From an optimization exercise on the open Yosys and OpenROAD flow, aimed at small area; shortcuts taken in it are not production practice.
The RTL of this run was laid out without a check of its function.
Power is estimated from default activity; no workload was simulated.

==> design/flow/run.sh <==
#!/bin/bash
# synth_recipe.tcl (not shown) runs the flow's synth.tcl, then flattens the netlist and writes it again
# the make line also repeats each setting of config.mk as NAME=value (left out here)
make -C /OpenROAD-flow-scripts/flow DESIGN_CONFIG=/design/flow/config.mk WORK_HOME=/design/flow/orfs CLKGATE_MAP_FILE= SYNTH_SCRIPT=/design/flow/synth_recipe.tcl finish
==> design/flow/design.v <==
module agc_stream #(
  parameter int          WIN_LOG2 = 10,
  parameter logic [15:0] GAIN_MIN = 16'h0010,
  parameter logic [15:0] GAIN_MAX = 16'h4000
) (
  input  logic        clk,
  input  logic        reset_n,
  input  logic        ce,
  input  logic [31:0] tdata_s,
  input  logic        tvalid_s,
  output logic        tready_s,
  output logic [31:0] tdata_m,
  output logic        tvalid_m,
  input  logic        tready_m,
  input  logic [31:0] haddr_s,
  input  logic [2:0]  hburst_s,
  input  logic [2:0]  hsize_s,
  input  logic [1:0]  htrans_s,
  input  logic [31:0] hwdata_s,
  input  logic        hwrite_s,
  input  logic        hsel_s,
  output logic [31:0] hrdata_s,
  output logic        hreadyout_s,
  output logic        hresp_s,
  output logic        irq
);
  localparam logic [2:0] A_CTRL = 3'd0;
  localparam logic [2:0] A_TGT  = 3'd1;
  localparam logic [2:0] A_HYST = 3'd2;
  localparam logic [2:0] A_STEP = 3'd3;
  localparam logic [2:0] A_MAN  = 3'd4;
  localparam logic [2:0] A_CUR  = 3'd5;
  localparam logic [2:0] A_PEAK = 3'd6;
  localparam logic [2:0] A_SAT  = 3'd7;
  function automatic logic carry16(input logic [15:0] a, input logic [15:0] b,
                                   input logic cin);
    logic c;
    integer i;
    c = cin;
    for (i = 0; i < 16; i = i + 1) c = (a[i] & b[i]) | ((a[i] | b[i]) & c);
    carry16 = c;
  endfunction
  function automatic logic [16:0] add16(input logic [15:0] a, input logic [15:0] b,
                                        input logic cin);
    logic c;
    logic [16:0] s;
    integer i;
    c = cin;
    for (i = 0; i < 16; i = i + 1) begin
      s[i] = a[i] ^ b[i] ^ c;
      c = (a[i] & b[i]) | (a[i] & c) | (b[i] & c);
    end
    s[16] = c;
    add16 = s;
  endfunction
  genvar gi;
  logic [2:0]  r_addr;
  logic        r_wr;
  logic [1:0]  r_ctrl;
  logic [15:0] r_target;
  logic [15:0] r_hyst;
  logic [15:0] r_step;
  logic [15:0] r_man;
  logic [15:0] r_gain;
  logic [15:0] r_last_peak;
  logic [15:0] r_peak;         
  logic [31:0] r_sat;
  logic [WIN_LOG2-1:0] r_cnt;
  logic        r_win_end;
  logic        r_irq;
  logic        r_tvalid;
  logic [31:0] r_tdata;
  logic        w_wr_ctrl;
  logic        w_wr_tgt;
  logic        w_wr_hyst;
  logic        w_wr_step;
  logic        w_wr_man;
  logic        w_wr_sat;
  logic [15:0] w_man_next;
  logic        w_acc;
  logic        w_wrap;
  logic [15:0] w_oi, w_oq;
  logic        w_si, w_sq;
  assign hreadyout_s = 1'b1;
  assign hresp_s     = 1'b0;
  assign tready_s    = !r_tvalid | tready_m;
  assign tvalid_m    = r_tvalid;
  assign tdata_m     = r_tdata;
  assign irq         = r_irq;
  assign w_wr_ctrl = r_wr & (r_addr == A_CTRL);
  assign w_wr_tgt  = r_wr & (r_addr == A_TGT);
  assign w_wr_hyst = r_wr & (r_addr == A_HYST);
  assign w_wr_step = r_wr & (r_addr == A_STEP);
  assign w_wr_man  = r_wr & (r_addr == A_MAN);
  assign w_wr_sat  = r_wr & (r_addr == A_SAT);
  assign w_man_next = w_wr_man ? hwdata_s[15:0] : r_man;
  assign w_acc  = ce & tvalid_s & tready_s;
  assign w_wrap = w_acc & (&r_cnt);
  agc_lane u_li (.x(tdata_s[15:0]),  .g(r_gain), .y(w_oi), .sat(w_si));
  agc_lane u_lq (.x(tdata_s[31:16]), .g(r_gain), .y(w_oq), .sat(w_sq));
  logic [15:0] w_ki, w_kq, w_km, w_pk;
  logic [15:0] w_pk_mag;
  assign w_ki = {tdata_s[14:0]  ^ {15{tdata_s[15]}}, tdata_s[15]};
  assign w_kq = {tdata_s[30:16] ^ {15{tdata_s[31]}}, tdata_s[31]};
  assign w_km = carry16(w_ki, ~w_kq, 1'b0) ? w_ki : w_kq;      
  assign w_pk = carry16(w_km, ~r_peak, 1'b0) ? w_km : r_peak;   
  for (gi = 0; gi < 15; gi = gi + 1) begin : g_mag
    assign w_pk_mag[gi] = w_pk[gi+1] ^ (&w_pk[gi:0]);
  end
  assign w_pk_mag[15] = &w_pk;
  logic [15:0] w_dn_s, w_dn_c, w_up_s, w_up_c;
  logic        w_dn, w_up;
  assign w_dn_s = r_last_peak ^ ~r_target ^ ~r_hyst;
  assign w_dn_c = (r_last_peak & ~r_target) | (r_last_peak & ~r_hyst) | (~r_target & ~r_hyst);
  assign w_up_s = r_target ^ ~r_last_peak ^ ~r_hyst;
  assign w_up_c = (r_target & ~r_last_peak) | (r_target & ~r_hyst) | (~r_last_peak & ~r_hyst);
  function automatic logic csa_b17(input logic [15:0] s, input logic [15:0] c);
    logic k;
    integer i;
    k = s[0];
    for (i = 1; i < 16; i = i + 1) k = (s[i] & c[i-1]) | ((s[i] | c[i-1]) & k);
    csa_b17 = c[15] & k;
  endfunction
  assign w_dn = csa_b17(w_dn_s, w_dn_c);
  assign w_up = csa_b17(w_up_s, w_up_c);
  logic [16:0] w_sub, w_add;
  logic [15:0] w_gdn, w_gup;
  logic        w_upd, w_clamp;
  assign w_sub = add16(r_gain, ~r_step, 1'b1);    
  assign w_add = add16(r_gain, r_step, 1'b0);
  assign w_gdn = (!w_sub[16] || (w_sub[15:4] == 12'd0)) ? GAIN_MIN : w_sub[15:0];
  assign w_gup = (w_add[16] || w_add[15] || (w_add[14] && (w_add[13:0] != 14'd0)))
               ? GAIN_MAX : w_add[15:0];
  assign w_upd   = ce & r_win_end & r_ctrl[0] & !r_ctrl[1];
  assign w_clamp = (w_dn & (w_gdn == GAIN_MIN))
                 | (w_up & (w_gup == GAIN_MAX));
  always_ff @(posedge clk) begin
    r_addr <= haddr_s[4:2];
    if (!reset_n) r_wr <= 1'b0;
    else          r_wr <= hsel_s & htrans_s[1] & hwrite_s;
  end
  always_ff @(posedge clk) begin
    if (!reset_n) begin
      r_ctrl   <= 2'd0;
      r_target <= 16'h4000;
      r_hyst   <= 16'h0800;
      r_step   <= 16'h0010;
      r_man    <= 16'h0100;
    end else begin
      if (w_wr_ctrl) r_ctrl   <= hwdata_s[1:0];
      if (w_wr_tgt)  r_target <= hwdata_s[15:0];
      if (w_wr_hyst) r_hyst   <= hwdata_s[15:0];
      if (w_wr_step) r_step   <= hwdata_s[15:0];
      r_man <= w_man_next;
    end
  end
  logic [WIN_LOG2-1:0] w_cnt_pre;    
  assign w_cnt_pre[0] = 1'b1;
  for (gi = 1; gi < WIN_LOG2; gi = gi + 1) begin : g_cnt
    assign w_cnt_pre[gi] = w_cnt_pre[gi-1] & r_cnt[gi-1];
  end
  always_ff @(posedge clk) begin
    if (!reset_n) begin
      r_cnt       <= '0;
      r_peak      <= 16'd0;
      r_last_peak <= 16'd0;
    end else if (w_wr_ctrl) begin
      r_cnt  <= '0;
      r_peak <= 16'd0;
    end else if (w_acc) begin
      r_cnt <= r_cnt ^ w_cnt_pre;
      if (&r_cnt) begin
        r_peak      <= 16'd0;
        r_last_peak <= w_pk_mag;
      end else begin
        r_peak <= w_pk;
      end
    end
  end
  always_ff @(posedge clk) begin
    if (!reset_n) begin
      r_win_end <= 1'b0;
    end else if (ce) begin
      r_win_end <= w_wrap & !w_wr_ctrl;
    end
  end
  logic [31:0] w_sat_pre;
  logic        w_sat_inc;
  agc_pre32 u_sat_pre (.a(r_sat), .p(w_sat_pre));
  assign w_sat_inc = w_acc & (w_si | w_sq) & ~(w_sat_pre[31] & r_sat[31]);
  always_ff @(posedge clk) begin
    if (!reset_n || w_wr_sat) begin
      r_sat <= 32'd0;
    end else begin
      r_sat <= r_sat ^ (w_sat_pre & {32{w_sat_inc}});
    end
  end
  always_ff @(posedge clk) begin
    if (!reset_n) begin
      r_gain <= 16'h0100;
    end else if (ce) begin
      if (!r_ctrl[0]) begin
        r_gain <= w_man_next;
      end else if (w_upd & w_dn) begin
        r_gain <= w_gdn;
      end else if (w_upd & w_up) begin
        r_gain <= w_gup;
      end
    end
  end
  always_ff @(posedge clk) begin
    if (!reset_n) begin
      r_irq <= 1'b0;
    end else begin
      r_irq <= w_upd & w_clamp;
    end
  end
  always_ff @(posedge clk) begin
    if (!reset_n) begin
      r_tvalid <= 1'b0;
    end else if (ce & tready_s) begin
      r_tvalid <= tvalid_s;
    end
    if (w_acc) r_tdata <= {w_oq, w_oi};
  end
  always_comb begin
    unique case (r_addr)
      A_CTRL: hrdata_s = {30'd0, r_ctrl};
      A_TGT:  hrdata_s = {16'd0, r_target};
      A_HYST: hrdata_s = {16'd0, r_hyst};
      A_STEP: hrdata_s = {16'd0, r_step};
      A_MAN:  hrdata_s = {16'd0, r_man};
      A_CUR:  hrdata_s = {16'd0, r_gain};
      A_PEAK: hrdata_s = {16'd0, r_last_peak};
      default: hrdata_s = r_sat;
    endcase
  end
endmodule
module agc_pre32 (
  input  logic [31:0] a,
  output logic [31:0] p
);
  genvar gi;
  assign p[0] = 1'b1;
  for (gi = 1; gi < 32; gi = gi + 1) begin : g_p
    assign p[gi] = p[gi-1] & a[gi-1];
  end
endmodule
module agc_fa (input logic a, input logic b, input logic c, output logic s, output logic co);
  assign s  = a ^ b ^ c;
  assign co = (a & b) | (a & c) | (b & c);
endmodule
module agc_ha (input logic a, input logic b, output logic s, output logic co);
  assign s  = a ^ b;
  assign co = a & b;
endmodule
module agc_bpp (input logic one, input logic two, input logic neg, input logic a, input logic b, output logic y);
  assign y = ((one & a) | (two & b)) ^ neg;
endmodule
module agc_lane (
  input  logic [15:0] x,
  input  logic [15:0] g,
  output logic [15:0] y,
  output logic        sat
);
  wire one0 = x[0] ^ 1'b0;
  wire two0 = (x[1] & ~x[0] & ~1'b0) | (~x[1] & x[0] & 1'b0);
  wire neg0 = x[1];
  wire pp0_0 = (one0 & g[0]) ^ neg0;
  wire pp0_1;
  agc_bpp b0_1 (.one(one0), .two(two0), .neg(neg0), .a(g[1]), .b(g[0]), .y(pp0_1));
  wire pp0_2;
  agc_bpp b0_2 (.one(one0), .two(two0), .neg(neg0), .a(g[2]), .b(g[1]), .y(pp0_2));
  wire pp0_3;
  agc_bpp b0_3 (.one(one0), .two(two0), .neg(neg0), .a(g[3]), .b(g[2]), .y(pp0_3));
  wire pp0_4;
  agc_bpp b0_4 (.one(one0), .two(two0), .neg(neg0), .a(g[4]), .b(g[3]), .y(pp0_4));
  wire pp0_5;
  agc_bpp b0_5 (.one(one0), .two(two0), .neg(neg0), .a(g[5]), .b(g[4]), .y(pp0_5));
  wire pp0_6;
  agc_bpp b0_6 (.one(one0), .two(two0), .neg(neg0), .a(g[6]), .b(g[5]), .y(pp0_6));
  wire pp0_7;
  agc_bpp b0_7 (.one(one0), .two(two0), .neg(neg0), .a(g[7]), .b(g[6]), .y(pp0_7));
  wire pp0_8;
  agc_bpp b0_8 (.one(one0), .two(two0), .neg(neg0), .a(g[8]), .b(g[7]), .y(pp0_8));
  wire pp0_9;
  agc_bpp b0_9 (.one(one0), .two(two0), .neg(neg0), .a(g[9]), .b(g[8]), .y(pp0_9));
  wire pp0_10;
  agc_bpp b0_10 (.one(one0), .two(two0), .neg(neg0), .a(g[10]), .b(g[9]), .y(pp0_10));
  wire pp0_11;
  agc_bpp b0_11 (.one(one0), .two(two0), .neg(neg0), .a(g[11]), .b(g[10]), .y(pp0_11));
  wire pp0_12;
  agc_bpp b0_12 (.one(one0), .two(two0), .neg(neg0), .a(g[12]), .b(g[11]), .y(pp0_12));
  wire pp0_13;
  agc_bpp b0_13 (.one(one0), .two(two0), .neg(neg0), .a(g[13]), .b(g[12]), .y(pp0_13));
  wire pp0_14;
  agc_bpp b0_14 (.one(one0), .two(two0), .neg(neg0), .a(g[14]), .b(g[13]), .y(pp0_14));
  wire pp0_15;
  agc_bpp b0_15 (.one(one0), .two(two0), .neg(neg0), .a(g[15]), .b(g[14]), .y(pp0_15));
  wire pp0_16 = (two0 & g[15]) ^ neg0;
  wire sn0 = ~neg0;
  wire one1 = x[2] ^ x[1];
  wire two1 = (x[3] & ~x[2] & ~x[1]) | (~x[3] & x[2] & x[1]);
  wire neg1 = x[3];
  wire pp1_0 = (one1 & g[0]) ^ neg1;
  wire pp1_1;
  agc_bpp b1_1 (.one(one1), .two(two1), .neg(neg1), .a(g[1]), .b(g[0]), .y(pp1_1));
  wire pp1_2;
  agc_bpp b1_2 (.one(one1), .two(two1), .neg(neg1), .a(g[2]), .b(g[1]), .y(pp1_2));
  wire pp1_3;
  agc_bpp b1_3 (.one(one1), .two(two1), .neg(neg1), .a(g[3]), .b(g[2]), .y(pp1_3));
  wire pp1_4;
  agc_bpp b1_4 (.one(one1), .two(two1), .neg(neg1), .a(g[4]), .b(g[3]), .y(pp1_4));
  wire pp1_5;
  agc_bpp b1_5 (.one(one1), .two(two1), .neg(neg1), .a(g[5]), .b(g[4]), .y(pp1_5));
  wire pp1_6;
  agc_bpp b1_6 (.one(one1), .two(two1), .neg(neg1), .a(g[6]), .b(g[5]), .y(pp1_6));
  wire pp1_7;
  agc_bpp b1_7 (.one(one1), .two(two1), .neg(neg1), .a(g[7]), .b(g[6]), .y(pp1_7));
  wire pp1_8;
  agc_bpp b1_8 (.one(one1), .two(two1), .neg(neg1), .a(g[8]), .b(g[7]), .y(pp1_8));
  wire pp1_9;
  agc_bpp b1_9 (.one(one1), .two(two1), .neg(neg1), .a(g[9]), .b(g[8]), .y(pp1_9));
  wire pp1_10;
  agc_bpp b1_10 (.one(one1), .two(two1), .neg(neg1), .a(g[10]), .b(g[9]), .y(pp1_10));
  wire pp1_11;
  agc_bpp b1_11 (.one(one1), .two(two1), .neg(neg1), .a(g[11]), .b(g[10]), .y(pp1_11));
  wire pp1_12;
  agc_bpp b1_12 (.one(one1), .two(two1), .neg(neg1), .a(g[12]), .b(g[11]), .y(pp1_12));
  wire pp1_13;
  agc_bpp b1_13 (.one(one1), .two(two1), .neg(neg1), .a(g[13]), .b(g[12]), .y(pp1_13));
  wire pp1_14;
  agc_bpp b1_14 (.one(one1), .two(two1), .neg(neg1), .a(g[14]), .b(g[13]), .y(pp1_14));
  wire pp1_15;
  agc_bpp b1_15 (.one(one1), .two(two1), .neg(neg1), .a(g[15]), .b(g[14]), .y(pp1_15));
  wire pp1_16 = (two1 & g[15]) ^ neg1;
  wire sn1 = ~neg1;
  wire one2 = x[4] ^ x[3];
  wire two2 = (x[5] & ~x[4] & ~x[3]) | (~x[5] & x[4] & x[3]);
  wire neg2 = x[5];
  wire pp2_0 = (one2 & g[0]) ^ neg2;
  wire pp2_1;
  agc_bpp b2_1 (.one(one2), .two(two2), .neg(neg2), .a(g[1]), .b(g[0]), .y(pp2_1));
  wire pp2_2;
  agc_bpp b2_2 (.one(one2), .two(two2), .neg(neg2), .a(g[2]), .b(g[1]), .y(pp2_2));
  wire pp2_3;
  agc_bpp b2_3 (.one(one2), .two(two2), .neg(neg2), .a(g[3]), .b(g[2]), .y(pp2_3));
  wire pp2_4;
  agc_bpp b2_4 (.one(one2), .two(two2), .neg(neg2), .a(g[4]), .b(g[3]), .y(pp2_4));
  wire pp2_5;
  agc_bpp b2_5 (.one(one2), .two(two2), .neg(neg2), .a(g[5]), .b(g[4]), .y(pp2_5));
  wire pp2_6;
  agc_bpp b2_6 (.one(one2), .two(two2), .neg(neg2), .a(g[6]), .b(g[5]), .y(pp2_6));
  wire pp2_7;
  agc_bpp b2_7 (.one(one2), .two(two2), .neg(neg2), .a(g[7]), .b(g[6]), .y(pp2_7));
  wire pp2_8;
  agc_bpp b2_8 (.one(one2), .two(two2), .neg(neg2), .a(g[8]), .b(g[7]), .y(pp2_8));
  wire pp2_9;
  agc_bpp b2_9 (.one(one2), .two(two2), .neg(neg2), .a(g[9]), .b(g[8]), .y(pp2_9));
  wire pp2_10;
  agc_bpp b2_10 (.one(one2), .two(two2), .neg(neg2), .a(g[10]), .b(g[9]), .y(pp2_10));
  wire pp2_11;
  agc_bpp b2_11 (.one(one2), .two(two2), .neg(neg2), .a(g[11]), .b(g[10]), .y(pp2_11));
  wire pp2_12;
  agc_bpp b2_12 (.one(one2), .two(two2), .neg(neg2), .a(g[12]), .b(g[11]), .y(pp2_12));
  wire pp2_13;
  agc_bpp b2_13 (.one(one2), .two(two2), .neg(neg2), .a(g[13]), .b(g[12]), .y(pp2_13));
  wire pp2_14;
  agc_bpp b2_14 (.one(one2), .two(two2), .neg(neg2), .a(g[14]), .b(g[13]), .y(pp2_14));
  wire pp2_15;
  agc_bpp b2_15 (.one(one2), .two(two2), .neg(neg2), .a(g[15]), .b(g[14]), .y(pp2_15));
  wire pp2_16 = (two2 & g[15]) ^ neg2;
  wire sn2 = ~neg2;
  wire one3 = x[6] ^ x[5];
  wire two3 = (x[7] & ~x[6] & ~x[5]) | (~x[7] & x[6] & x[5]);
  wire neg3 = x[7];
  wire pp3_0 = (one3 & g[0]) ^ neg3;
  wire pp3_1;
  agc_bpp b3_1 (.one(one3), .two(two3), .neg(neg3), .a(g[1]), .b(g[0]), .y(pp3_1));
  wire pp3_2;
  agc_bpp b3_2 (.one(one3), .two(two3), .neg(neg3), .a(g[2]), .b(g[1]), .y(pp3_2));
  wire pp3_3;
  agc_bpp b3_3 (.one(one3), .two(two3), .neg(neg3), .a(g[3]), .b(g[2]), .y(pp3_3));
  wire pp3_4;
  agc_bpp b3_4 (.one(one3), .two(two3), .neg(neg3), .a(g[4]), .b(g[3]), .y(pp3_4));
  wire pp3_5;
  agc_bpp b3_5 (.one(one3), .two(two3), .neg(neg3), .a(g[5]), .b(g[4]), .y(pp3_5));
  wire pp3_6;
  agc_bpp b3_6 (.one(one3), .two(two3), .neg(neg3), .a(g[6]), .b(g[5]), .y(pp3_6));
  wire pp3_7;
  agc_bpp b3_7 (.one(one3), .two(two3), .neg(neg3), .a(g[7]), .b(g[6]), .y(pp3_7));
  wire pp3_8;
  agc_bpp b3_8 (.one(one3), .two(two3), .neg(neg3), .a(g[8]), .b(g[7]), .y(pp3_8));
  wire pp3_9;
  agc_bpp b3_9 (.one(one3), .two(two3), .neg(neg3), .a(g[9]), .b(g[8]), .y(pp3_9));
  wire pp3_10;
  agc_bpp b3_10 (.one(one3), .two(two3), .neg(neg3), .a(g[10]), .b(g[9]), .y(pp3_10));
  wire pp3_11;
  agc_bpp b3_11 (.one(one3), .two(two3), .neg(neg3), .a(g[11]), .b(g[10]), .y(pp3_11));
  wire pp3_12;
  agc_bpp b3_12 (.one(one3), .two(two3), .neg(neg3), .a(g[12]), .b(g[11]), .y(pp3_12));
  wire pp3_13;
  agc_bpp b3_13 (.one(one3), .two(two3), .neg(neg3), .a(g[13]), .b(g[12]), .y(pp3_13));
  wire pp3_14;
  agc_bpp b3_14 (.one(one3), .two(two3), .neg(neg3), .a(g[14]), .b(g[13]), .y(pp3_14));
  wire pp3_15;
  agc_bpp b3_15 (.one(one3), .two(two3), .neg(neg3), .a(g[15]), .b(g[14]), .y(pp3_15));
  wire pp3_16 = (two3 & g[15]) ^ neg3;
  wire sn3 = ~neg3;
  wire one4 = x[8] ^ x[7];
  wire two4 = (x[9] & ~x[8] & ~x[7]) | (~x[9] & x[8] & x[7]);
  wire neg4 = x[9];
  wire pp4_0 = (one4 & g[0]) ^ neg4;
  wire pp4_1;
  agc_bpp b4_1 (.one(one4), .two(two4), .neg(neg4), .a(g[1]), .b(g[0]), .y(pp4_1));
  wire pp4_2;
  agc_bpp b4_2 (.one(one4), .two(two4), .neg(neg4), .a(g[2]), .b(g[1]), .y(pp4_2));
  wire pp4_3;
  agc_bpp b4_3 (.one(one4), .two(two4), .neg(neg4), .a(g[3]), .b(g[2]), .y(pp4_3));
  wire pp4_4;
  agc_bpp b4_4 (.one(one4), .two(two4), .neg(neg4), .a(g[4]), .b(g[3]), .y(pp4_4));
  wire pp4_5;
  agc_bpp b4_5 (.one(one4), .two(two4), .neg(neg4), .a(g[5]), .b(g[4]), .y(pp4_5));
  wire pp4_6;
  agc_bpp b4_6 (.one(one4), .two(two4), .neg(neg4), .a(g[6]), .b(g[5]), .y(pp4_6));
  wire pp4_7;
  agc_bpp b4_7 (.one(one4), .two(two4), .neg(neg4), .a(g[7]), .b(g[6]), .y(pp4_7));
  wire pp4_8;
  agc_bpp b4_8 (.one(one4), .two(two4), .neg(neg4), .a(g[8]), .b(g[7]), .y(pp4_8));
  wire pp4_9;
  agc_bpp b4_9 (.one(one4), .two(two4), .neg(neg4), .a(g[9]), .b(g[8]), .y(pp4_9));
  wire pp4_10;
  agc_bpp b4_10 (.one(one4), .two(two4), .neg(neg4), .a(g[10]), .b(g[9]), .y(pp4_10));
  wire pp4_11;
  agc_bpp b4_11 (.one(one4), .two(two4), .neg(neg4), .a(g[11]), .b(g[10]), .y(pp4_11));
  wire pp4_12;
  agc_bpp b4_12 (.one(one4), .two(two4), .neg(neg4), .a(g[12]), .b(g[11]), .y(pp4_12));
  wire pp4_13;
  agc_bpp b4_13 (.one(one4), .two(two4), .neg(neg4), .a(g[13]), .b(g[12]), .y(pp4_13));
  wire pp4_14;
  agc_bpp b4_14 (.one(one4), .two(two4), .neg(neg4), .a(g[14]), .b(g[13]), .y(pp4_14));
  wire pp4_15;
  agc_bpp b4_15 (.one(one4), .two(two4), .neg(neg4), .a(g[15]), .b(g[14]), .y(pp4_15));
  wire pp4_16 = (two4 & g[15]) ^ neg4;
  wire sn4 = ~neg4;
  wire one5 = x[10] ^ x[9];
  wire two5 = (x[11] & ~x[10] & ~x[9]) | (~x[11] & x[10] & x[9]);
  wire neg5 = x[11];
  wire pp5_0 = (one5 & g[0]) ^ neg5;
  wire pp5_1;
  agc_bpp b5_1 (.one(one5), .two(two5), .neg(neg5), .a(g[1]), .b(g[0]), .y(pp5_1));
  wire pp5_2;
  agc_bpp b5_2 (.one(one5), .two(two5), .neg(neg5), .a(g[2]), .b(g[1]), .y(pp5_2));
  wire pp5_3;
  agc_bpp b5_3 (.one(one5), .two(two5), .neg(neg5), .a(g[3]), .b(g[2]), .y(pp5_3));
  wire pp5_4;
  agc_bpp b5_4 (.one(one5), .two(two5), .neg(neg5), .a(g[4]), .b(g[3]), .y(pp5_4));
  wire pp5_5;
  agc_bpp b5_5 (.one(one5), .two(two5), .neg(neg5), .a(g[5]), .b(g[4]), .y(pp5_5));
  wire pp5_6;
  agc_bpp b5_6 (.one(one5), .two(two5), .neg(neg5), .a(g[6]), .b(g[5]), .y(pp5_6));
  wire pp5_7;
  agc_bpp b5_7 (.one(one5), .two(two5), .neg(neg5), .a(g[7]), .b(g[6]), .y(pp5_7));
  wire pp5_8;
  agc_bpp b5_8 (.one(one5), .two(two5), .neg(neg5), .a(g[8]), .b(g[7]), .y(pp5_8));
  wire pp5_9;
  agc_bpp b5_9 (.one(one5), .two(two5), .neg(neg5), .a(g[9]), .b(g[8]), .y(pp5_9));
  wire pp5_10;
  agc_bpp b5_10 (.one(one5), .two(two5), .neg(neg5), .a(g[10]), .b(g[9]), .y(pp5_10));
  wire pp5_11;
  agc_bpp b5_11 (.one(one5), .two(two5), .neg(neg5), .a(g[11]), .b(g[10]), .y(pp5_11));
  wire pp5_12;
  agc_bpp b5_12 (.one(one5), .two(two5), .neg(neg5), .a(g[12]), .b(g[11]), .y(pp5_12));
  wire pp5_13;
  agc_bpp b5_13 (.one(one5), .two(two5), .neg(neg5), .a(g[13]), .b(g[12]), .y(pp5_13));
  wire pp5_14;
  agc_bpp b5_14 (.one(one5), .two(two5), .neg(neg5), .a(g[14]), .b(g[13]), .y(pp5_14));
  wire pp5_15;
  agc_bpp b5_15 (.one(one5), .two(two5), .neg(neg5), .a(g[15]), .b(g[14]), .y(pp5_15));
  wire pp5_16 = (two5 & g[15]) ^ neg5;
  wire sn5 = ~neg5;
  wire one6 = x[12] ^ x[11];
  wire two6 = (x[13] & ~x[12] & ~x[11]) | (~x[13] & x[12] & x[11]);
  wire neg6 = x[13];
  wire pp6_0 = (one6 & g[0]) ^ neg6;
  wire pp6_1;
  agc_bpp b6_1 (.one(one6), .two(two6), .neg(neg6), .a(g[1]), .b(g[0]), .y(pp6_1));
  wire pp6_2;
  agc_bpp b6_2 (.one(one6), .two(two6), .neg(neg6), .a(g[2]), .b(g[1]), .y(pp6_2));
  wire pp6_3;
  agc_bpp b6_3 (.one(one6), .two(two6), .neg(neg6), .a(g[3]), .b(g[2]), .y(pp6_3));
  wire pp6_4;
  agc_bpp b6_4 (.one(one6), .two(two6), .neg(neg6), .a(g[4]), .b(g[3]), .y(pp6_4));
  wire pp6_5;
  agc_bpp b6_5 (.one(one6), .two(two6), .neg(neg6), .a(g[5]), .b(g[4]), .y(pp6_5));
  wire pp6_6;
  agc_bpp b6_6 (.one(one6), .two(two6), .neg(neg6), .a(g[6]), .b(g[5]), .y(pp6_6));
  wire pp6_7;
  agc_bpp b6_7 (.one(one6), .two(two6), .neg(neg6), .a(g[7]), .b(g[6]), .y(pp6_7));
  wire pp6_8;
  agc_bpp b6_8 (.one(one6), .two(two6), .neg(neg6), .a(g[8]), .b(g[7]), .y(pp6_8));
  wire pp6_9;
  agc_bpp b6_9 (.one(one6), .two(two6), .neg(neg6), .a(g[9]), .b(g[8]), .y(pp6_9));
  wire pp6_10;
  agc_bpp b6_10 (.one(one6), .two(two6), .neg(neg6), .a(g[10]), .b(g[9]), .y(pp6_10));
  wire pp6_11;
  agc_bpp b6_11 (.one(one6), .two(two6), .neg(neg6), .a(g[11]), .b(g[10]), .y(pp6_11));
  wire pp6_12;
  agc_bpp b6_12 (.one(one6), .two(two6), .neg(neg6), .a(g[12]), .b(g[11]), .y(pp6_12));
  wire pp6_13;
  agc_bpp b6_13 (.one(one6), .two(two6), .neg(neg6), .a(g[13]), .b(g[12]), .y(pp6_13));
  wire pp6_14;
  agc_bpp b6_14 (.one(one6), .two(two6), .neg(neg6), .a(g[14]), .b(g[13]), .y(pp6_14));
  wire pp6_15;
  agc_bpp b6_15 (.one(one6), .two(two6), .neg(neg6), .a(g[15]), .b(g[14]), .y(pp6_15));
  wire pp6_16 = (two6 & g[15]) ^ neg6;
  wire sn6 = ~neg6;
  wire one7 = x[14] ^ x[13];
  wire two7 = (x[15] & ~x[14] & ~x[13]) | (~x[15] & x[14] & x[13]);
  wire neg7 = x[15];
  wire pp7_0 = (one7 & g[0]) ^ neg7;
  wire pp7_1;
  agc_bpp b7_1 (.one(one7), .two(two7), .neg(neg7), .a(g[1]), .b(g[0]), .y(pp7_1));
  wire pp7_2;
  agc_bpp b7_2 (.one(one7), .two(two7), .neg(neg7), .a(g[2]), .b(g[1]), .y(pp7_2));
  wire pp7_3;
  agc_bpp b7_3 (.one(one7), .two(two7), .neg(neg7), .a(g[3]), .b(g[2]), .y(pp7_3));
  wire pp7_4;
  agc_bpp b7_4 (.one(one7), .two(two7), .neg(neg7), .a(g[4]), .b(g[3]), .y(pp7_4));
  wire pp7_5;
  agc_bpp b7_5 (.one(one7), .two(two7), .neg(neg7), .a(g[5]), .b(g[4]), .y(pp7_5));
  wire pp7_6;
  agc_bpp b7_6 (.one(one7), .two(two7), .neg(neg7), .a(g[6]), .b(g[5]), .y(pp7_6));
  wire pp7_7;
  agc_bpp b7_7 (.one(one7), .two(two7), .neg(neg7), .a(g[7]), .b(g[6]), .y(pp7_7));
  wire pp7_8;
  agc_bpp b7_8 (.one(one7), .two(two7), .neg(neg7), .a(g[8]), .b(g[7]), .y(pp7_8));
  wire pp7_9;
  agc_bpp b7_9 (.one(one7), .two(two7), .neg(neg7), .a(g[9]), .b(g[8]), .y(pp7_9));
  wire pp7_10;
  agc_bpp b7_10 (.one(one7), .two(two7), .neg(neg7), .a(g[10]), .b(g[9]), .y(pp7_10));
  wire pp7_11;
  agc_bpp b7_11 (.one(one7), .two(two7), .neg(neg7), .a(g[11]), .b(g[10]), .y(pp7_11));
  wire pp7_12;
  agc_bpp b7_12 (.one(one7), .two(two7), .neg(neg7), .a(g[12]), .b(g[11]), .y(pp7_12));
  wire pp7_13;
  agc_bpp b7_13 (.one(one7), .two(two7), .neg(neg7), .a(g[13]), .b(g[12]), .y(pp7_13));
  wire pp7_14;
  agc_bpp b7_14 (.one(one7), .two(two7), .neg(neg7), .a(g[14]), .b(g[13]), .y(pp7_14));
  wire pp7_15;
  agc_bpp b7_15 (.one(one7), .two(two7), .neg(neg7), .a(g[15]), .b(g[14]), .y(pp7_15));
  wire pp7_16 = (two7 & g[15]) ^ neg7;
  wire sn7 = ~neg7;
  wire w1 = ~sn0;
  wire w2 = ~sn0;
  wire w3 = ~pp2_16;
  wire w4 = ~pp3_16;
  wire w5 = ~sn3;
  wire w6 = ~sn3;
  wire w7 = ~pp5_16;
  wire w8 = ~pp6_16;
  wire w9 = ~pp7_16;
  wire w10, w11;
  agc_ha h11 (.a(neg5), .b(pp0_10), .s(w10), .co(w11));
  wire w12, w13;
  agc_ha h13 (.a(pp0_11), .b(pp1_9), .s(w12), .co(w13));
  wire w14, w15;
  agc_fa f15 (.a(neg6), .b(pp0_12), .c(pp1_10), .s(w14), .co(w15));
  wire w16, w17;
  agc_ha h17 (.a(pp2_8), .b(pp3_6), .s(w16), .co(w17));
  wire w18, w19;
  agc_fa f19 (.a(pp0_13), .b(pp1_11), .c(pp2_9), .s(w18), .co(w19));
  wire w20, w21;
  agc_ha h21 (.a(pp3_7), .b(pp4_5), .s(w20), .co(w21));
  wire w22, w23;
  agc_fa f23 (.a(neg7), .b(pp0_14), .c(pp1_12), .s(w22), .co(w23));
  wire w24, w25;
  agc_fa f25 (.a(pp2_10), .b(pp3_8), .c(pp4_6), .s(w24), .co(w25));
  wire w26, w27;
  agc_ha h27 (.a(pp5_4), .b(pp6_2), .s(w26), .co(w27));
  wire w28, w29;
  agc_fa f29 (.a(pp0_15), .b(pp1_13), .c(pp2_11), .s(w28), .co(w29));
  wire w30, w31;
  agc_fa f31 (.a(pp3_9), .b(pp4_7), .c(pp5_5), .s(w30), .co(w31));
  wire w32, w33;
  agc_ha h33 (.a(pp6_3), .b(pp7_1), .s(w32), .co(w33));
  wire w34, w35;
  agc_fa f35 (.a(pp0_16), .b(pp1_14), .c(pp2_12), .s(w34), .co(w35));
  wire w36, w37;
  agc_fa f37 (.a(pp3_10), .b(pp4_8), .c(pp5_6), .s(w36), .co(w37));
  wire w38, w39;
  agc_ha h39 (.a(pp6_4), .b(pp7_2), .s(w38), .co(w39));
  wire w40, w41;
  agc_fa f41 (.a(w1), .b(pp1_15), .c(pp2_13), .s(w40), .co(w41));
  wire w42, w43;
  agc_fa f43 (.a(pp3_11), .b(pp4_9), .c(pp5_7), .s(w42), .co(w43));
  wire w44, w45;
  agc_ha h45 (.a(pp6_5), .b(pp7_3), .s(w44), .co(w45));
  wire w46, w47;
  agc_fa f47 (.a(w2), .b(pp1_16), .c(pp2_14), .s(w46), .co(w47));
  wire w48, w49;
  agc_fa f49 (.a(pp3_12), .b(pp4_10), .c(pp5_8), .s(w48), .co(w49));
  wire w50, w51;
  agc_ha h51 (.a(pp6_6), .b(pp7_4), .s(w50), .co(w51));
  wire w52, w53;
  agc_fa f53 (.a(sn1), .b(sn0), .c(pp2_15), .s(w52), .co(w53));
  wire w54, w55;
  agc_fa f55 (.a(pp3_13), .b(pp4_11), .c(pp5_9), .s(w54), .co(w55));
  wire w56, w57;
  agc_ha h57 (.a(pp6_7), .b(pp7_5), .s(w56), .co(w57));
  wire w58, w59;
  agc_fa f59 (.a(pp3_14), .b(pp4_12), .c(pp5_10), .s(w58), .co(w59));
  wire w60, w61;
  agc_ha h61 (.a(pp6_8), .b(pp7_6), .s(w60), .co(w61));
  wire w62, w63;
  agc_fa f63 (.a(sn2), .b(pp3_15), .c(pp4_13), .s(w62), .co(w63));
  wire w64, w65;
  agc_ha h65 (.a(pp5_11), .b(pp6_9), .s(w64), .co(w65));
  wire w66, w67;
  agc_ha h67 (.a(pp4_14), .b(pp5_12), .s(w66), .co(w67));
  wire w68, w69;
  agc_ha h69 (.a(w5), .b(pp4_15), .s(w68), .co(w69));
  wire w70, w71;
  agc_ha h71 (.a(neg3), .b(pp0_6), .s(w70), .co(w71));
  wire w72, w73;
  agc_ha h73 (.a(pp0_7), .b(pp1_5), .s(w72), .co(w73));
  wire w74, w75;
  agc_fa f75 (.a(neg4), .b(pp0_8), .c(pp1_6), .s(w74), .co(w75));
  wire w76, w77;
  agc_ha h77 (.a(pp2_4), .b(pp3_2), .s(w76), .co(w77));
  wire w78, w79;
  agc_fa f79 (.a(pp0_9), .b(pp1_7), .c(pp2_5), .s(w78), .co(w79));
  wire w80, w81;
  agc_ha h81 (.a(pp3_3), .b(pp4_1), .s(w80), .co(w81));
  wire w82, w83;
  agc_fa f83 (.a(pp1_8), .b(pp2_6), .c(pp3_4), .s(w82), .co(w83));
  wire w84, w85;
  agc_fa f85 (.a(pp4_2), .b(pp5_0), .c(w81), .s(w84), .co(w85));
  wire w86, w87;
  agc_fa f87 (.a(pp2_7), .b(pp3_5), .c(pp4_3), .s(w86), .co(w87));
  wire w88, w89;
  agc_fa f89 (.a(pp5_1), .b(w11), .c(w12), .s(w88), .co(w89));
  wire w90, w91;
  agc_fa f91 (.a(pp4_4), .b(pp5_2), .c(pp6_0), .s(w90), .co(w91));
  wire w92, w93;
  agc_fa f93 (.a(w13), .b(w16), .c(w87), .s(w92), .co(w93));
  wire w94, w95;
  agc_fa f95 (.a(pp5_3), .b(pp6_1), .c(w17), .s(w94), .co(w95));
  wire w96, w97;
  agc_fa f97 (.a(w20), .b(w15), .c(w91), .s(w96), .co(w97));
  wire w98, w99;
  agc_fa f99 (.a(pp7_0), .b(w21), .c(w26), .s(w98), .co(w99));
  wire w100, w101;
  agc_fa f101 (.a(w19), .b(w22), .c(w24), .s(w100), .co(w101));
  wire w102, w103;
  agc_fa f103 (.a(w27), .b(w32), .c(w23), .s(w102), .co(w103));
  wire w104, w105;
  agc_fa f105 (.a(w25), .b(w28), .c(w30), .s(w104), .co(w105));
  wire w106, w107;
  agc_fa f107 (.a(w33), .b(w38), .c(w29), .s(w106), .co(w107));
  wire w108, w109;
  agc_fa f109 (.a(w31), .b(w34), .c(w36), .s(w108), .co(w109));
  wire w110, w111;
  agc_fa f111 (.a(w39), .b(w44), .c(w35), .s(w110), .co(w111));
  wire w112, w113;
  agc_fa f113 (.a(w37), .b(w40), .c(w42), .s(w112), .co(w113));
  wire w114, w115;
  agc_fa f115 (.a(w45), .b(w50), .c(w41), .s(w114), .co(w115));
  wire w116, w117;
  agc_fa f117 (.a(w43), .b(w46), .c(w48), .s(w116), .co(w117));
  wire w118, w119;
  agc_fa f119 (.a(w51), .b(w56), .c(w47), .s(w118), .co(w119));
  wire w120, w121;
  agc_fa f121 (.a(w49), .b(w52), .c(w54), .s(w120), .co(w121));
  wire w122, w123;
  agc_fa f123 (.a(w3), .b(w57), .c(w60), .s(w122), .co(w123));
  wire w124, w125;
  agc_fa f125 (.a(w53), .b(w55), .c(w58), .s(w124), .co(w125));
  wire w126, w127;
  agc_fa f127 (.a(pp7_7), .b(pp2_16), .c(w61), .s(w126), .co(w127));
  wire w128, w129;
  agc_fa f129 (.a(w64), .b(w59), .c(w62), .s(w128), .co(w129));
  wire w130, w131;
  agc_fa f131 (.a(pp6_10), .b(pp7_8), .c(w4), .s(w130), .co(w131));
  wire w132, w133;
  agc_fa f133 (.a(w65), .b(w66), .c(w63), .s(w132), .co(w133));
  wire w134, w135;
  agc_fa f135 (.a(pp5_13), .b(pp6_11), .c(pp7_9), .s(w134), .co(w135));
  wire w136, w137;
  agc_fa f137 (.a(pp3_16), .b(w67), .c(w68), .s(w136), .co(w137));
  wire w138, w139;
  agc_fa f139 (.a(w6), .b(pp4_16), .c(pp5_14), .s(w138), .co(w139));
  wire w140, w141;
  agc_fa f141 (.a(pp6_12), .b(pp7_10), .c(w69), .s(w140), .co(w141));
  wire w142, w143;
  agc_fa f143 (.a(sn4), .b(sn3), .c(pp5_15), .s(w142), .co(w143));
  wire w144, w145;
  agc_ha h145 (.a(pp6_13), .b(pp7_11), .s(w144), .co(w145));
  wire w146, w147;
  agc_ha h147 (.a(pp6_14), .b(pp7_12), .s(w146), .co(w147));
  wire w148, w149;
  agc_ha h149 (.a(sn5), .b(pp6_15), .s(w148), .co(w149));
  wire w150, w151;
  agc_ha h151 (.a(neg2), .b(pp0_4), .s(w150), .co(w151));
  wire w152, w153;
  agc_ha h153 (.a(pp0_5), .b(pp1_3), .s(w152), .co(w153));
  wire w154, w155;
  agc_fa f155 (.a(pp1_4), .b(pp2_2), .c(pp3_0), .s(w154), .co(w155));
  wire w156, w157;
  agc_fa f157 (.a(pp2_3), .b(pp3_1), .c(w71), .s(w156), .co(w157));
  wire w158, w159;
  agc_fa f159 (.a(pp4_0), .b(w73), .c(w76), .s(w158), .co(w159));
  wire w160, w161;
  agc_fa f161 (.a(w77), .b(w80), .c(w75), .s(w160), .co(w161));
  wire w162, w163;
  agc_fa f163 (.a(w10), .b(w79), .c(w82), .s(w162), .co(w163));
  wire w164, w165;
  agc_fa f165 (.a(w83), .b(w86), .c(w85), .s(w164), .co(w165));
  wire w166, w167;
  agc_fa f167 (.a(w14), .b(w90), .c(w89), .s(w166), .co(w167));
  wire w168, w169;
  agc_fa f169 (.a(w18), .b(w94), .c(w93), .s(w168), .co(w169));
  wire w170, w171;
  agc_fa f171 (.a(w95), .b(w98), .c(w97), .s(w170), .co(w171));
  wire w172, w173;
  agc_fa f173 (.a(w99), .b(w101), .c(w102), .s(w172), .co(w173));
  wire w174, w175;
  agc_fa f175 (.a(w103), .b(w105), .c(w106), .s(w174), .co(w175));
  wire w176, w177;
  agc_fa f177 (.a(w107), .b(w109), .c(w110), .s(w176), .co(w177));
  wire w178, w179;
  agc_fa f179 (.a(w111), .b(w113), .c(w114), .s(w178), .co(w179));
  wire w180, w181;
  agc_fa f181 (.a(w115), .b(w117), .c(w118), .s(w180), .co(w181));
  wire w182, w183;
  agc_fa f183 (.a(w122), .b(w119), .c(w121), .s(w182), .co(w183));
  wire w184, w185;
  agc_fa f185 (.a(w126), .b(w123), .c(w125), .s(w184), .co(w185));
  wire w186, w187;
  agc_fa f187 (.a(w130), .b(w127), .c(w129), .s(w186), .co(w187));
  wire w188, w189;
  agc_fa f189 (.a(w131), .b(w134), .c(w136), .s(w188), .co(w189));
  wire w190, w191;
  agc_fa f191 (.a(w135), .b(w138), .c(w140), .s(w190), .co(w191));
  wire w192, w193;
  agc_fa f193 (.a(w144), .b(w139), .c(w142), .s(w192), .co(w193));
  wire w194, w195;
  agc_fa f195 (.a(w7), .b(w145), .c(w146), .s(w194), .co(w195));
  wire w196, w197;
  agc_fa f197 (.a(pp7_13), .b(pp5_16), .c(w147), .s(w196), .co(w197));
  wire w198, w199;
  agc_ha h199 (.a(pp7_14), .b(w8), .s(w198), .co(w199));
  wire w200, w201;
  agc_ha h201 (.a(sn6), .b(pp7_15), .s(w200), .co(w201));
  wire w202, w203;
  agc_ha h203 (.a(neg1), .b(pp0_2), .s(w202), .co(w203));
  wire w204, w205;
  agc_ha h205 (.a(pp0_3), .b(pp1_1), .s(w204), .co(w205));
  wire w206, w207;
  agc_fa f207 (.a(pp1_2), .b(pp2_0), .c(w205), .s(w206), .co(w207));
  wire w208, w209;
  agc_fa f209 (.a(pp2_1), .b(w151), .c(w152), .s(w208), .co(w209));
  wire w210, w211;
  agc_fa f211 (.a(w153), .b(w70), .c(w154), .s(w210), .co(w211));
  wire w212, w213;
  agc_fa f213 (.a(w72), .b(w155), .c(w156), .s(w212), .co(w213));
  wire w214, w215;
  agc_fa f215 (.a(w74), .b(w157), .c(w158), .s(w214), .co(w215));
  wire w216, w217;
  agc_fa f217 (.a(w78), .b(w159), .c(w160), .s(w216), .co(w217));
  wire w218, w219;
  agc_fa f219 (.a(w84), .b(w161), .c(w162), .s(w218), .co(w219));
  wire w220, w221;
  agc_fa f221 (.a(w88), .b(w163), .c(w164), .s(w220), .co(w221));
  wire w222, w223;
  agc_fa f223 (.a(w92), .b(w165), .c(w166), .s(w222), .co(w223));
  wire w224, w225;
  agc_fa f225 (.a(w96), .b(w167), .c(w168), .s(w224), .co(w225));
  wire w226, w227;
  agc_fa f227 (.a(w100), .b(w169), .c(w170), .s(w226), .co(w227));
  wire w228, w229;
  agc_fa f229 (.a(w104), .b(w171), .c(w172), .s(w228), .co(w229));
  wire w230, w231;
  agc_fa f231 (.a(w108), .b(w173), .c(w174), .s(w230), .co(w231));
  wire w232, w233;
  agc_fa f233 (.a(w112), .b(w175), .c(w176), .s(w232), .co(w233));
  wire w234, w235;
  agc_fa f235 (.a(w116), .b(w177), .c(w178), .s(w234), .co(w235));
  wire w236, w237;
  agc_fa f237 (.a(w120), .b(w179), .c(w180), .s(w236), .co(w237));
  wire w238, w239;
  agc_fa f239 (.a(w124), .b(w181), .c(w182), .s(w238), .co(w239));
  wire w240, w241;
  agc_fa f241 (.a(w128), .b(w183), .c(w184), .s(w240), .co(w241));
  wire w242, w243;
  agc_fa f243 (.a(w132), .b(w185), .c(w186), .s(w242), .co(w243));
  wire w244, w245;
  agc_fa f245 (.a(w133), .b(w188), .c(w187), .s(w244), .co(w245));
  wire w246, w247;
  agc_fa f247 (.a(w137), .b(w190), .c(w189), .s(w246), .co(w247));
  wire w248, w249;
  agc_fa f249 (.a(w141), .b(w192), .c(w191), .s(w248), .co(w249));
  wire w250, w251;
  agc_fa f251 (.a(w143), .b(w194), .c(w193), .s(w250), .co(w251));
  wire w252, w253;
  agc_fa f253 (.a(w148), .b(w196), .c(w195), .s(w252), .co(w253));
  wire w254, w255;
  agc_fa f255 (.a(w149), .b(w198), .c(w197), .s(w254), .co(w255));
  wire w256, w257;
  agc_fa f257 (.a(pp6_16), .b(w199), .c(w200), .s(w256), .co(w257));
  wire w258, w259;
  agc_ha h259 (.a(w9), .b(w201), .s(w258), .co(w259));
  wire w260, w261;
  agc_ha h261 (.a(sn7), .b(pp7_16), .s(w260), .co(w261));
  wire w262, w263;
  agc_ha h263 (.a(neg0), .b(pp0_0), .s(w262), .co(w263));
  wire w264, w265;
  agc_ha h265 (.a(pp1_0), .b(w202), .s(w264), .co(w265));
  wire w266, w267;
  agc_ha h267 (.a(w203), .b(w204), .s(w266), .co(w267));
  wire w268, w269;
  agc_ha h269 (.a(w150), .b(w206), .s(w268), .co(w269));
  wire w270, w271;
  agc_ha h271 (.a(w207), .b(w208), .s(w270), .co(w271));
  wire w272, w273;
  agc_ha h273 (.a(w209), .b(w210), .s(w272), .co(w273));
  wire w274, w275;
  agc_ha h275 (.a(w211), .b(w212), .s(w274), .co(w275));
  wire w276, w277;
  agc_ha h277 (.a(w213), .b(w214), .s(w276), .co(w277));
  wire w278, w279;
  agc_ha h279 (.a(w215), .b(w216), .s(w278), .co(w279));
  wire w280, w281;
  agc_ha h281 (.a(w217), .b(w218), .s(w280), .co(w281));
  wire w282, w283;
  agc_ha h283 (.a(w219), .b(w220), .s(w282), .co(w283));
  wire w284, w285;
  agc_ha h285 (.a(w221), .b(w222), .s(w284), .co(w285));
  wire w286, w287;
  agc_ha h287 (.a(w223), .b(w224), .s(w286), .co(w287));
  wire w288, w289;
  agc_ha h289 (.a(w225), .b(w226), .s(w288), .co(w289));
  wire w290, w291;
  agc_ha h291 (.a(w227), .b(w228), .s(w290), .co(w291));
  wire w292, w293;
  agc_ha h293 (.a(w229), .b(w230), .s(w292), .co(w293));
  wire w294, w295;
  agc_ha h295 (.a(w231), .b(w232), .s(w294), .co(w295));
  wire w296, w297;
  agc_ha h297 (.a(w233), .b(w234), .s(w296), .co(w297));
  wire w298, w299;
  agc_ha h299 (.a(w235), .b(w236), .s(w298), .co(w299));
  wire w300, w301;
  agc_ha h301 (.a(w237), .b(w238), .s(w300), .co(w301));
  wire w302, w303;
  agc_ha h303 (.a(w239), .b(w240), .s(w302), .co(w303));
  wire w304, w305;
  agc_ha h305 (.a(w241), .b(w242), .s(w304), .co(w305));
  wire w306, w307;
  agc_ha h307 (.a(w243), .b(w244), .s(w306), .co(w307));
  wire w308 = pp0_1 & w263;
  wire w309 = pp0_1 & w262;
  wire w310 = w267 | (w266 & w265);
  wire w311 = w266 & w264;
  wire w312 = w271 | (w270 & w269);
  wire w313 = w270 & w268;
  wire w314 = w275 | (w274 & w273);
  wire w315 = w274 & w272;
  wire w316 = w279 | (w278 & w277);
  wire w317 = w278 & w276;
  wire w318 = w283 | (w282 & w281);
  wire w319 = w282 & w280;
  wire w320 = w287 | (w286 & w285);
  wire w321 = w286 & w284;
  wire w322 = w291 | (w290 & w289);
  wire w323 = w290 & w288;
  wire w324 = w295 | (w294 & w293);
  wire w325 = w294 & w292;
  wire w326 = w299 | (w298 & w297);
  wire w327 = w298 & w296;
  wire w328 = w303 | (w302 & w301);
  wire w329 = w302 & w300;
  wire w330 = w307 | (w306 & w305);
  wire w331 = w306 & w304;
  wire w332 = w310 | (w311 & w308);
  wire w333 = w311 & w309;
  wire w334 = w314 | (w315 & w312);
  wire w335 = w315 & w313;
  wire w336 = w318 | (w319 & w316);
  wire w337 = w319 & w317;
  wire w338 = w322 | (w323 & w320);
  wire w339 = w323 & w321;
  wire w340 = w326 | (w327 & w324);
  wire w341 = w327 & w325;
  wire w342 = w330 | (w331 & w328);
  wire w343 = w331 & w329;
  wire w344 = w334 | (w335 & w332);
  wire w345 = w335 & w333;
  wire w346 = w338 | (w339 & w336);
  wire w347 = w339 & w337;
  wire w348 = w342 | (w343 & w340);
  wire w349 = w343 & w341;
  wire w350 = w346 | (w347 & w344);
  wire w351 = w347 & w345;
  wire w352 = w348 | (w349 & w350);
  wire w353 = w349 & w351;
  wire w354 = w336 | (w337 & w344);
  wire w355 = w337 & w345;
  wire w356 = w340 | (w341 & w350);
  wire w357 = w341 & w351;
  wire w358 = w312 | (w313 & w332);
  wire w359 = w313 & w333;
  wire w360 = w316 | (w317 & w344);
  wire w361 = w317 & w345;
  wire w362 = w320 | (w321 & w354);
  wire w363 = w321 & w355;
  wire w364 = w324 | (w325 & w350);
  wire w365 = w325 & w351;
  wire w366 = w328 | (w329 & w356);
  wire w367 = w329 & w357;
  wire w368 = w265 | (w264 & w308);
  wire w369 = w264 & w309;
  wire w370 = w269 | (w268 & w332);
  wire w371 = w268 & w333;
  wire w372 = w273 | (w272 & w358);
  wire w373 = w272 & w359;
  wire w374 = w277 | (w276 & w344);
  wire w375 = w276 & w345;
  wire w376 = w281 | (w280 & w360);
  wire w377 = w280 & w361;
  wire w378 = w285 | (w284 & w354);
  wire w379 = w284 & w355;
  wire w380 = w289 | (w288 & w362);
  wire w381 = w288 & w363;
  wire w382 = w293 | (w292 & w350);
  wire w383 = w292 & w351;
  wire w384 = w297 | (w296 & w364);
  wire w385 = w296 & w365;
  wire w386 = w301 | (w300 & w356);
  wire w387 = w300 & w357;
  wire w388 = w305 | (w304 & w366);
  wire w389 = w304 & w367;
  wire w390 = w276 ^ w344;
  wire w391 = w278 ^ w374;
  wire w392 = w280 ^ w360;
  wire w393 = w282 ^ w376;
  wire w394 = w284 ^ w354;
  wire w395 = w286 ^ w378;
  wire w396 = w288 ^ w362;
  wire w397 = w290 ^ w380;
  wire w398 = w292 ^ w350;
  wire w399 = w294 ^ w382;
  wire w400 = w296 ^ w364;
  wire w401 = w298 ^ w384;
  wire w402 = w300 ^ w356;
  wire w403 = w302 ^ w386;
  wire w404 = w304 ^ w366;
  wire w405 = w306 ^ w388;
  wire zr = ((w248 ^ w247) ~^ (w246 | w245)) & ((w250 ^ w249) ~^ (w248 | w247)) & ((w252 ^ w251) ~^ (w250 | w249)) & ((w254 ^ w253) ~^ (w252 | w251)) & ((w256 ^ w255) ~^ (w254 | w253)) & ((w258 ^ w257) ~^ (w256 | w255)) & ((w260 ^ w259) ~^ (w258 | w257));
  wire zx0 = w246 ^ w245;
  wire c24 = w352;
  wire [15:0] q = {w405, w404, w403, w402, w401, w400, w399, w398, w397, w396, w395, w394, w393, w392, w391, w390};
  assign sat = !(zr & (zx0 == c24));
  assign y   = sat ? {x[15], {15{~x[15]}}} : {~q[15], q[14:0]};
endmodule
==> design/flow/constraint.sdc <==
create_clock -name core_clock -period 9.0 [get_ports {clk}]
set_input_delay 1.8000 -clock core_clock [delete_from_list [all_inputs] [get_ports {clk}]]
set_output_delay 1.8000 -clock core_clock [all_outputs]
set_load 0.01 [all_outputs]
==> design/flow/config.mk <==
export PLATFORM = sky130hd
export DESIGN_NAME = agc_stream
export DESIGN_NICKNAME = agc_stream
export VERILOG_FILES = /design/flow/design.v
export SDC_FILE = /design/flow/constraint.sdc
export NUM_CORES = 4
export LEC_CHECK = 0
export CAP_MARGIN = 20
export CORE_MARGIN = 2
export CORE_UTILIZATION = 40
export SLEW_MARGIN = 20
export SYNTH_HIERARCHICAL = 1
==> summary.txt <==
==> per-module statistics from Yosys (local to each module, per instance) <==
module	cell area [µm²]	cells	flip-flops and latches	copies in the design
agc_ha	12.5	1	0	104
agc_lane	1520	232	0	2
agc_pre32	394	71	0	1
agc_fa	20.0	1	0	194
agc_stream	12700	1477	195	1
agc_bpp	21.3	2	0	240
==> cells in the mapped netlist (all sizes together), types with 33 or more instances <==
library cell  number  area share (%)
clkbuf            77             1.1
fa               256              19
nand2b            33            0.78
xnor2            304              10
buf               41             1.2
a21oi            145             2.8
a22oi            256              12
nor3              39            0.74
dfxtp            163              12
xor2              80             2.7
nand2            293             4.2
nor2             184             2.7
nand3             59             1.1
o21ai             80             1.6
ha               148             7.0
mux2i             70             2.7
inv              164             2.3
==> worst max-delay path, stage by stage <==
cell             delay (ns)
clkdlybuf4s50_1        0.66
buf_4                  0.29
xnor2_1                0.41
o22a_1                 0.22
a222oi_1               0.09
a21oi_1                0.54
o21a_1                 0.48
buf_4                  0.25
buf_4                  0.16
mux2i_1                0.07
o2111ai_1              0.31
o21ai_1                0.19
a211o_1                0.34
nor2_4                 0.26
nor2_1                 0.07
a21oi_1                0.13
ha_1                   0.29
and3_1                 0.20
mux2i_1                0.16
or4b_4                 0.56
nor4_2                 0.24
nand2b_1               0.15
mux2_1                 0.32
nor3_1                 0.13
nor3_1                 0.08
==> worst max-delay path by stage <==
| stage | start | endpoint | slack [ns] | cells past startpoint |
|---|---|---|---|---|
| floorplan | tdata_s[19] | r_sat[17] | 0.52 | 24 |
| global route | tdata_s[3] | r_last_peak[13] | 0.44 | 26 |
| detailed placement | tdata_s[3] | r_sat[14] | 0.47 | 23 |
| global placement | tdata_s[3] | r_sat[11] | 0.58 | 23 |
| CTS | tdata_s[3] | r_sat[14] | 1.02 | 23 |
| finish | tdata_s[3] | r_last_peak[14] | 0.95 | 25 |
==> state kept, by name (all words and copies together), names as in the netlist <==
signal	flops
r_target	16
r_gain	16
r_tvalid	1
r_step	16
r_hyst	16
r_wr	1
r_cnt	10
r_peak	16
r_win_end	1
r_ctrl	2
r_man	16
r_last_peak	16
r_addr	3
r_sat	32
r_irq	1
r_tdata	32
==> per-layer routing <==
metal	track usage (%)	share of wire [%]	vias up
met1	28.9	42	10980
met3	3.04	4.0	150
met4	9.46	3.7	2
met2	39.9	50	549
met5	0	0.017	-
li1	-	-	10087
==> power groups by stage <==
stage	Sequential (µW)	Combinational, µW	Clock, µW
global route	939	4060	891
CTS	936	3610	858
detailed placement	956	3570	0
global placement	956	3520	0
finish	936	3580	844
floorplan	964	2670	0
==> area by class of cell <==
type | instances | area (µm²)
timing repair buffer | 225 | 2010
sequential | 195 | 4250
tap | 864 | 1080
clock buffer | 19 | 443
multi-input combinational | 2312 | 21000
fill | 6256 | 35900
clock inverter | 13 | 183
inverter | 165 | 619
==> per-stage QoR <==
| step | total power, µW | setup WS [ns] |
|---|---|---|
| final | 5360 | 0.945 |
| after global routing | 5890 | 0.438 |
| after CTS | 5400 | 1.02 |
| after detailed placement | 4530 | 0.469 |
| after global placement | 4470 | 0.585 |
| after floorplan | 3630 | 0.524 |
==> logic make-up (layout without fill, tap and decap cells) <==
logic type / count (synthesis) / after routing / synth area share (%)
other: 3 / 3 / 0.0426
muxes: 105 / 105 / 4.50
adders and majority gates: 412 / 412 / 26.7
AOI/OAI and AO/OA: 660 / 660 / 21.8
xor gates and xnor gates: 386 / 386 / 13.1
buffers and inverters: 283 / 422 / 4.65
and+or+nand+nor: 746 / 746 / 13.2
DFF: 195 / 195 / 16.0
==> results.sh <==
export IMPL_status="complete, no violations"
export IMPL_max_slew_margin_rel_pct=31.0
export IMPL_fin_crit_ns=8.05
export IMPL_r2r_slack_ns=1.06
export IMPL_cts_resized=0
export IMPL_dp_cells=3760
export IMPL_final_cell_mix="302 x xnor2_1, 291 x nand2_1, 256 x fa_1"
export IMPL_track_usage_pct=23.1
export IMPL_pwr_share_clk_pct=15.7
export IMPL_cts_setup_buffers=0
export IMPL_p_comb_share_pct=66.8
export IMPL_synth_seq_cells=195
export IMPL_final_cells=3793
export IMPL_fin_area_mm2=0.0296
export IMPL_vias_per_cell=5.74
export IMPL_syn_num_nets=3305
export IMPL_area_growth_pct=12.1
export IMPL_grt_pass1_wl_um=124000
export IMPL_rsz0062_at_grt="no"
export IMPL_die_area_mm2=0.0681
export IMPL_synthDistinctLibCells=93
export IMPL_dp_hpwl_um=59600
export IMPL_r2r_cells=23
export IMPL_grt_max_degree=93
export IMPL_finish_utilization_pct=45.2
export IMPL_pin_count=180
export IMPL_place_area_mm2=0.0289
export IMPL_p_sw_share_pct=46.8
export IMPL_path_class="in2reg"
export IMPL_hold_path_class="reg2reg"
export IMPL_crit_path_max_fanout=10
export IMPL_worstSetupStartpointType="input pin"
export IMPL_intPower_uw=2850
export IMPL_chipHeight_um=261
export IMPL_synth_enable_flop_cells=32
export IMPL_drtIter0Drc=1608
export IMPL_nets=3431
export IMPL_hold_end="r_hyst[10]"
export IMPL_drc=0
export IMPL_die_w_um=261
export IMPL_tritoncts="yes"
export IMPL_cts_root_buf="clkbuf_16"
export IMPL_min_period_over_period_pct=89.5
export IMPL_netlist_area_mm2=0.0264
export IMPL_worstSetupEndpointType="register"
export IMPL_grt_overflow_total=0
export IMPL_whs_path_depth=2
export IMPL_final_common_cell="xnor2_1"
export IMPL_pwr_share_seq_pct=17.5
export IMPL_clock_latency_ns=0.50
export IMPL_ys_async_sr_fraction_pct=0
export IMPL_fin_tns_setup_ns=0
export IMPL_core_area_mm2=0.0655
export IMPL_wl_per_cell_um=20.4
export IMPL_synth_ff_type="dfxtp_1"
export IMPL_diodes=0
export IMPL_fin_skew_ns=0.0229
export IMPL_hold_viol=0
export IMPL_p_per_area_mw_per_mm2=181
export IMPL_seq_area_frac_synth_pct=16.0
export IMPL_drv_cap=0
export IMPL_p_switching_uw=2510
export IMPL_r2r_end="r_gain[13]"
export IMPL_cts_buffers=17
export IMPL_io_buffers=125
export IMPL_antenna_found_initial=1
export IMPL_dr_pass1_iters=5
export IMPL_worstMarginPinSlew_ns=1.04
export IMPL_antenna_left=0
export IMPL_irDropWorstVdd_uv=331
export IMPL_r2r_start="r_step[0]"
export IMPL_clockBufferDepth=2
export IMPL_ys_warn_count=7
export IMPL_slew_viol_final=0
export IMPL_cp_required_ns=9.38
export IMPL_setup_violations=0
export IMPL_netlist_instances=2790
export IMPL_cts_hold_buffers=0
export IMPL_h_tree_depth=4
export IMPL_clk_pin_slew_ns=0.09
export IMPL_cts_sinks=195
export IMPL_drive_gt1_share_pct=16.5
export IMPL_clock_fmax_ghz=0.124
export IMPL_hold_ws_ns=0.462
export IMPL_grt_pass1_vias=22161
export IMPL_num_rows=94
export IMPL_drt_wl_total_um=77500
export IMPL_via_count=21768
export IMPL_power_leakage_uw=0.0103
export IMPL_start_util_pct=40.3
export IMPL_gp_congestion=0.902
export IMPL_synth_avg_cell_area_um2=9.46
export IMPL_hp_start="r_hyst[10]"
export IMPL_critPathArrivalTime_ns=8.43

## re-timing with driven ports
How much do the figures lean on ideal ports? The routed layout below was timed once more, with nothing changed but the port constraints.
Step 1, drivers: a clkbuf_16 drives clk and a buf_2 each remaining input, both assumed.
Step 2, shift: input delay + t, output delay - t, t = (earliest + latest rising clock arrival at the registers) / 2. This alone moves slack from input paths to output paths.
Slacks: ideal ports / drivers / drivers and shift; pairs: ideal ports / drivers.
t (ns): 0.550
setup slack, ns: 0.945 / 0.981 / 0.432
clock arrival spread, ns: 0.023 / 0.023
cell pins on the clock port's net: 1
After both steps this run still meets setup and hold. The setup slack of this run moves by +0.036 ns with the drivers and by -0.513 ns with both steps.
